This design comes from an exercise in tuning for small area and a short achievable clock period on the open sky130 flow, not from production work.
In this exercise RTL edits were held to simulation tests only and were not proved equivalent to the original.

==> flow/design.v <==
package slc3_pkg;
    typedef logic [15:0] word_t;
    localparam word_t IO_ADDR_DEFAULT = 16'hFFFF;
endpackage
module slc3_sram_array
#(
    parameter int unsigned Depth = 256
) (
    input  logic                 clk_i,
    input  logic                 ins_i,
    input  logic [7:0]           ins_hi_i,
    input  logic [7:0]           ins_lo_i,
    input  logic [15:0]          ins_data_i,
    input  logic [Depth/4-1:0]   rd_sel1_i,
    input  logic [Depth/4-1:0]   rd_sel3_i,
    output logic [15:0]          rd_data_o
);
    localparam int unsigned NR = Depth / 4;
    logic [NR*16-1:0] s0_q, s1_q, s2_q, s3_q;
    for (genvar r = 0; r < NR; r++) begin : g_ring
        logic ins_r;
        assign ins_r = ins_i && ins_hi_i[r / 8] && ins_lo_i[r % 8];
        always_ff @(posedge clk_i) begin
            s0_q[r*16 +: 16] <= ~(ins_r ? ins_data_i : s3_q[r*16 +: 16]);
            s1_q[r*16 +: 16] <= s0_q[r*16 +: 16];
            s2_q[r*16 +: 16] <= s1_q[r*16 +: 16];
            s3_q[r*16 +: 16] <= s2_q[r*16 +: 16];
        end
    end
    always_comb begin
        rd_data_o = '0;
        for (int r = 0; r < NR; r++) begin
            rd_data_o = rd_data_o | ({16{rd_sel1_i[r]}} & s1_q[r*16 +: 16])
                                  | ({16{rd_sel3_i[r]}} & s3_q[r*16 +: 16]);
        end
    end
endmodule
module slc3_mem_responder
#(
    parameter int unsigned DEPTH   = 256,
    parameter logic [15:0] IO_ADDR = slc3_pkg::IO_ADDR_DEFAULT
) (
    input  logic        Clk,
    input  logic        Reset,
    input  logic [15:0] MAR,
    input  logic [15:0] MDR,
    input  logic        MEM_OE,
    input  logic        MEM_WE,
    input  logic [15:0] SW,
    output logic [15:0] MDR_in,
    output logic        R,
    output logic [15:0] HEX_OUT,
    output logic        ERR
);
    localparam int unsigned NR = DEPTH / 4;
    logic        idle_q, w1_q, w2_q, done_q, hold_q;
    logic        req, accept;
    logic [2:0]  phase_q;
    logic [3:0]  hit1_tab_q, h_tab_q, pol_tab_q;
    logic        h_d;
    logic [NR-1:0] sel1_q, sel3_q;
    logic [7:0]  addr_q;
    logic        hit1_q, pol_q, byp_q;
    logic        ram_q, io_q, we_q;
    logic [15:0] wdata_q;
    logic        pw_v_q, pw_ins_q;
    logic [7:0]  pw_addr_q, pw_hi_q, pw_lo_q;
    logic [2:0]  pw_pos_q;
    logic [15:0] pw_data_q;
    logic        commit, pw_v_d;
    logic [2:0]  pw_pos_d;
    logic [15:0] hex_q, mdr_q, mdr_new;
    logic        err_q, mdr_keep;
    logic [15:0] rd_data;
    assign req    = MEM_OE || MEM_WE;
    assign accept = idle_q && req;
    always_ff @(posedge Clk) begin
        if (Reset) begin
            idle_q <= 1'b1;
            w1_q   <= 1'b0;
            w2_q   <= 1'b0;
            done_q <= 1'b0;
            hold_q <= 1'b0;
        end else begin
            idle_q <= (idle_q || hold_q) && !req;
            w1_q   <= accept;
            w2_q   <= w1_q;
            done_q <= w2_q;
            hold_q <= done_q || (hold_q && req);
        end
    end
    always_ff @(posedge Clk) begin
        phase_q <= phase_q + 3'd1;
        for (int k = 0; k < 4; k++) begin
            logic [2:0] p, ph;
            p  = 3'(k) + phase_q + 3'd2;
            ph = p[0] ? p : p + 3'd1;
            hit1_tab_q[k] <= p[0];
            h_tab_q[k]    <= ph[1];
            pol_tab_q[k]  <= ph[2];
        end
    end
    assign h_d = h_tab_q[MAR[1:0]];
    always_ff @(posedge Clk) begin
        if (Reset) begin
            sel1_q <= '0;
            sel3_q <= '0;
        end else if (idle_q) begin
            for (int r = 0; r < NR; r++) begin
                sel1_q[r] <= (MAR[7:2] == 6'(r)) && !h_d;
                sel3_q[r] <= (MAR[7:2] == 6'(r)) && h_d;
            end
        end
    end
    always_ff @(posedge Clk) begin
        if (idle_q) begin
            addr_q  <= MAR[7:0];
            hit1_q  <= hit1_tab_q[MAR[1:0]];
            pol_q   <= pol_tab_q[MAR[1:0]];
            byp_q   <= pw_v_q && (pw_addr_q == MAR[7:0]);
            ram_q   <= (MAR[15:8] == 8'h00);
            io_q    <= (MAR == IO_ADDR);
            we_q    <= MEM_WE;
            wdata_q <= MDR;
        end
    end
    always_ff @(posedge Clk) begin
        if (Reset) begin
            err_q <= 1'b0;
            hex_q <= '0;
        end else begin
            if (accept && MEM_OE && MEM_WE) err_q <= 1'b1;
            if (w2_q && we_q && io_q) hex_q <= wdata_q;
        end
    end
    assign commit   = w2_q && we_q && ram_q && !Reset;
    assign pw_v_d   = commit || (pw_v_q && !pw_ins_q);
    assign pw_pos_d = commit ? {1'b0, addr_q[1:0]} + phase_q + 3'd1 : pw_pos_q + 3'd1;
    always_ff @(posedge Clk) begin
        pw_v_q   <= pw_v_d;
        pw_pos_q <= pw_pos_d;
        pw_ins_q <= pw_v_d && (pw_pos_d[1:0] == 2'd3);
        if (commit) begin
            pw_addr_q <= addr_q;
            pw_hi_q   <= 8'b1 << addr_q[7:5];
            pw_lo_q   <= 8'b1 << addr_q[4:2];
            pw_data_q <= wdata_q;
        end
    end
    assign mdr_new  = ram_q ? (byp_q ? pw_data_q : rd_data ^ {16{pol_q}})
                            : (io_q ? SW : 16'h0000);
    assign mdr_keep = w2_q && hit1_q && ram_q;
    always_ff @(posedge Clk) begin
        if (Reset)          mdr_q <= '0;
        else if (!mdr_keep) mdr_q <= mdr_new;
    end
    slc3_sram_array #(
        .Depth (DEPTH)
    ) u_sram (
        .clk_i      (Clk),
        .ins_i      (pw_ins_q),
        .ins_hi_i   (pw_hi_q),
        .ins_lo_i   (pw_lo_q),
        .ins_data_i (pw_data_q ^ {16{pw_pos_q[2]}}),
        .rd_sel1_i  (sel1_q),
        .rd_sel3_i  (sel3_q),
        .rd_data_o  (rd_data)
    );
    assign MDR_in  = mdr_q;
    assign R       = done_q;
    assign HEX_OUT = hex_q;
    assign ERR     = err_q;
endmodule
make LEC_CHECK=0 CAP_MARGIN=20 CORE_MARGIN=2 CORE_UTILIZATION=45 CTS_CLUSTER_DIAMETER=60 CTS_CLUSTER_SIZE=25 PLACE_DENSITY=0.6 SETUP_SLACK_MARGIN=2.6 SLEW_MARGIN=20 finish   # period 5.0 ns
run.sh (not shown) runs the stock make flow with config.mk's settings and CLKGATE_MAP_FILE= SYNTH_SCRIPT=/design/flow/synth_recipe.tcl, a recipe that flattens the netlist after the stock synthesis.
Next try:
--- a/flow/design.v
+++ b/flow/design.v
@@ -21,7 +21,7 @@
         logic ins_r;
         assign ins_r = ins_i && ins_hi_i[r / 8] && ins_lo_i[r % 8];
         always_ff @(posedge clk_i) begin
-            s0_q[r*16 +: 16] <= ~(ins_r ? ins_data_i : s3_q[r*16 +: 16]);
+            s0_q[r*16 +: 16] <= ({16{ins_r}} & ins_data_i) | ({16{!ins_r}} & s3_q[r*16 +: 16]);
             s1_q[r*16 +: 16] <= s0_q[r*16 +: 16];
             s2_q[r*16 +: 16] <= s1_q[r*16 +: 16];
             s3_q[r*16 +: 16] <= s2_q[r*16 +: 16];
@@ -55,22 +55,22 @@
     localparam int unsigned NR = DEPTH / 4;
     logic        idle_q, w1_q, w2_q, done_q, hold_q;
     logic        req, accept;
-    logic [2:0]  phase_q;
-    logic [3:0]  hit1_tab_q, h_tab_q, pol_tab_q;
-    logic        h_d;
+    logic [1:0]  phase_q;
+    logic [3:0]  hit1_tab_q, h_tab_q;
+    logic        h_d, rd_ram_d, byp_d;
     logic [NR-1:0] sel1_q, sel3_q;
     logic [7:0]  addr_q;
-    logic        hit1_q, pol_q, byp_q;
+    logic        hit1_q, byp_q;
     logic        ram_q, io_q, we_q;
     logic [15:0] wdata_q;
     logic        pw_v_q, pw_ins_q;
     logic [7:0]  pw_addr_q, pw_hi_q, pw_lo_q;
-    logic [2:0]  pw_pos_q;
+    logic [1:0]  pw_pos_q;
     logic [15:0] pw_data_q;
     logic        commit, pw_v_d;
-    logic [2:0]  pw_pos_d;
-    logic [15:0] hex_q, mdr_q, mdr_new;
-    logic        err_q, mdr_keep;
+    logic [1:0]  pw_pos_d;
+    logic [15:0] hex_q, mdr_q;
+    logic        err_q, take_pw, take_sw, keep;
     logic [15:0] rd_data;
     assign req    = MEM_OE || MEM_WE;
     assign accept = idle_q && req;
@@ -90,25 +90,25 @@
         end
     end
     always_ff @(posedge Clk) begin
-        phase_q <= phase_q + 3'd1;
+        phase_q <= phase_q + 2'd1;
         for (int k = 0; k < 4; k++) begin
-            logic [2:0] p, ph;
-            p  = 3'(k) + phase_q + 3'd2;
-            ph = p[0] ? p : p + 3'd1;
+            logic [1:0] p;
+            p = 2'(k) + phase_q + 2'd2;
             hit1_tab_q[k] <= p[0];
-            h_tab_q[k]    <= ph[1];
-            pol_tab_q[k]  <= ph[2];
+            h_tab_q[k]    <= p[1];
         end
     end
-    assign h_d = h_tab_q[MAR[1:0]];
+    assign h_d      = h_tab_q[MAR[1:0]];
+    assign byp_d    = pw_v_q && (pw_addr_q == MAR[7:0]);
+    assign rd_ram_d = !MEM_WE && (MAR[15:8] == 8'h00) && !byp_d;
     always_ff @(posedge Clk) begin
-        if (Reset) begin
+        if (Reset || (w1_q && hit1_q)) begin
             sel1_q <= '0;
             sel3_q <= '0;
         end else if (idle_q) begin
             for (int r = 0; r < NR; r++) begin
-                sel1_q[r] <= (MAR[7:2] == 6'(r)) && !h_d;
-                sel3_q[r] <= (MAR[7:2] == 6'(r)) && h_d;
+                sel1_q[r] <= rd_ram_d && (MAR[7:2] == 6'(r)) && !h_d;
+                sel3_q[r] <= rd_ram_d && (MAR[7:2] == 6'(r)) && h_d;
             end
         end
     end
@@ -116,8 +116,7 @@
         if (idle_q) begin
             addr_q  <= MAR[7:0];
             hit1_q  <= hit1_tab_q[MAR[1:0]];
-            pol_q   <= pol_tab_q[MAR[1:0]];
-            byp_q   <= pw_v_q && (pw_addr_q == MAR[7:0]);
+            byp_q   <= byp_d;
             ram_q   <= (MAR[15:8] == 8'h00);
             io_q    <= (MAR == IO_ADDR);
             we_q    <= MEM_WE;
@@ -135,11 +134,11 @@
     end
     assign commit   = w2_q && we_q && ram_q && !Reset;
     assign pw_v_d   = commit || (pw_v_q && !pw_ins_q);
-    assign pw_pos_d = commit ? {1'b0, addr_q[1:0]} + phase_q + 3'd1 : pw_pos_q + 3'd1;
+    assign pw_pos_d = commit ? addr_q[1:0] + phase_q + 2'd1 : pw_pos_q + 2'd1;
     always_ff @(posedge Clk) begin
         pw_v_q   <= pw_v_d;
         pw_pos_q <= pw_pos_d;
-        pw_ins_q <= pw_v_d && (pw_pos_d[1:0] == 2'd3);
+        pw_ins_q <= pw_v_d && (pw_pos_d == 2'd3);
         if (commit) begin
             pw_addr_q <= addr_q;
             pw_hi_q   <= 8'b1 << addr_q[7:5];
@@ -147,12 +146,12 @@
             pw_data_q <= wdata_q;
         end
     end
-    assign mdr_new  = ram_q ? (byp_q ? pw_data_q : rd_data ^ {16{pol_q}})
-                            : (io_q ? SW : 16'h0000);
-    assign mdr_keep = w2_q && hit1_q && ram_q;
+    assign take_pw = w2_q && byp_q && ram_q;
+    assign take_sw = w2_q && io_q;
+    assign keep    = w2_q && hit1_q;
     always_ff @(posedge Clk) begin
-        if (Reset)          mdr_q <= '0;
-        else if (!mdr_keep) mdr_q <= mdr_new;
+        mdr_q <= rd_data | ({16{take_pw}} & pw_data_q) | ({16{take_sw}} & SW)
+                         | ({16{keep}} & mdr_q);
     end
     slc3_sram_array #(
         .Depth (DEPTH)
@@ -161,7 +160,7 @@
         .ins_i      (pw_ins_q),
         .ins_hi_i   (pw_hi_q),
         .ins_lo_i   (pw_lo_q),
-        .ins_data_i (pw_data_q ^ {16{pw_pos_q[2]}}),
+        .ins_data_i (pw_data_q),
         .rd_sel1_i  (sel1_q),
         .rd_sel3_i  (sel3_q),
         .rd_data_o  (rd_data)
After rerunning:
- hold slack gets worse by 0.0044 ns
- setup slack gets better by 0.29 ns
- global-route usage rose by 0.66 points
- clock skew stays flat
- flip-flop and latch count shrinks by 7
- critical path depth goes down by 5
- routed wire length increases by 2.4%

## static timing again, ports no longer ideal
No port has a modelled driver above. Below, the same layouts with a new extraction and two added sets of constraints.
Step 1 sets driving cells, clkbuf_16 on the clock port and buf_2 on the other inputs (assumed; they add their load-dependent delay and slew).
Step 2, shift: input delay + t, output delay - t, t = (earliest + latest rising clock arrival at the registers) / 2. This alone moves slack from input paths to output paths.
a / b / c = ideal / step 1 / step 2; a / b = the first two.
run	t, ns	setup slack, ns	worst setup path after step 2	clock arrival spread, ns	slew at the worst register clock pin (ns)
the first run	1.000	2.170 / 2.170 / 1.500	input to register	0.057 / 0.057	0.10 / 0.10
the second run	0.986	2.463 / 2.442 / 1.761	input to register	0.062 / 0.061	0.10 / 0.10
After both steps every run listed still meets setup and hold. For the second run, which loses most, drivers alone change the setup slack by -0.021 ns; drivers and shift together by -0.702 ns.
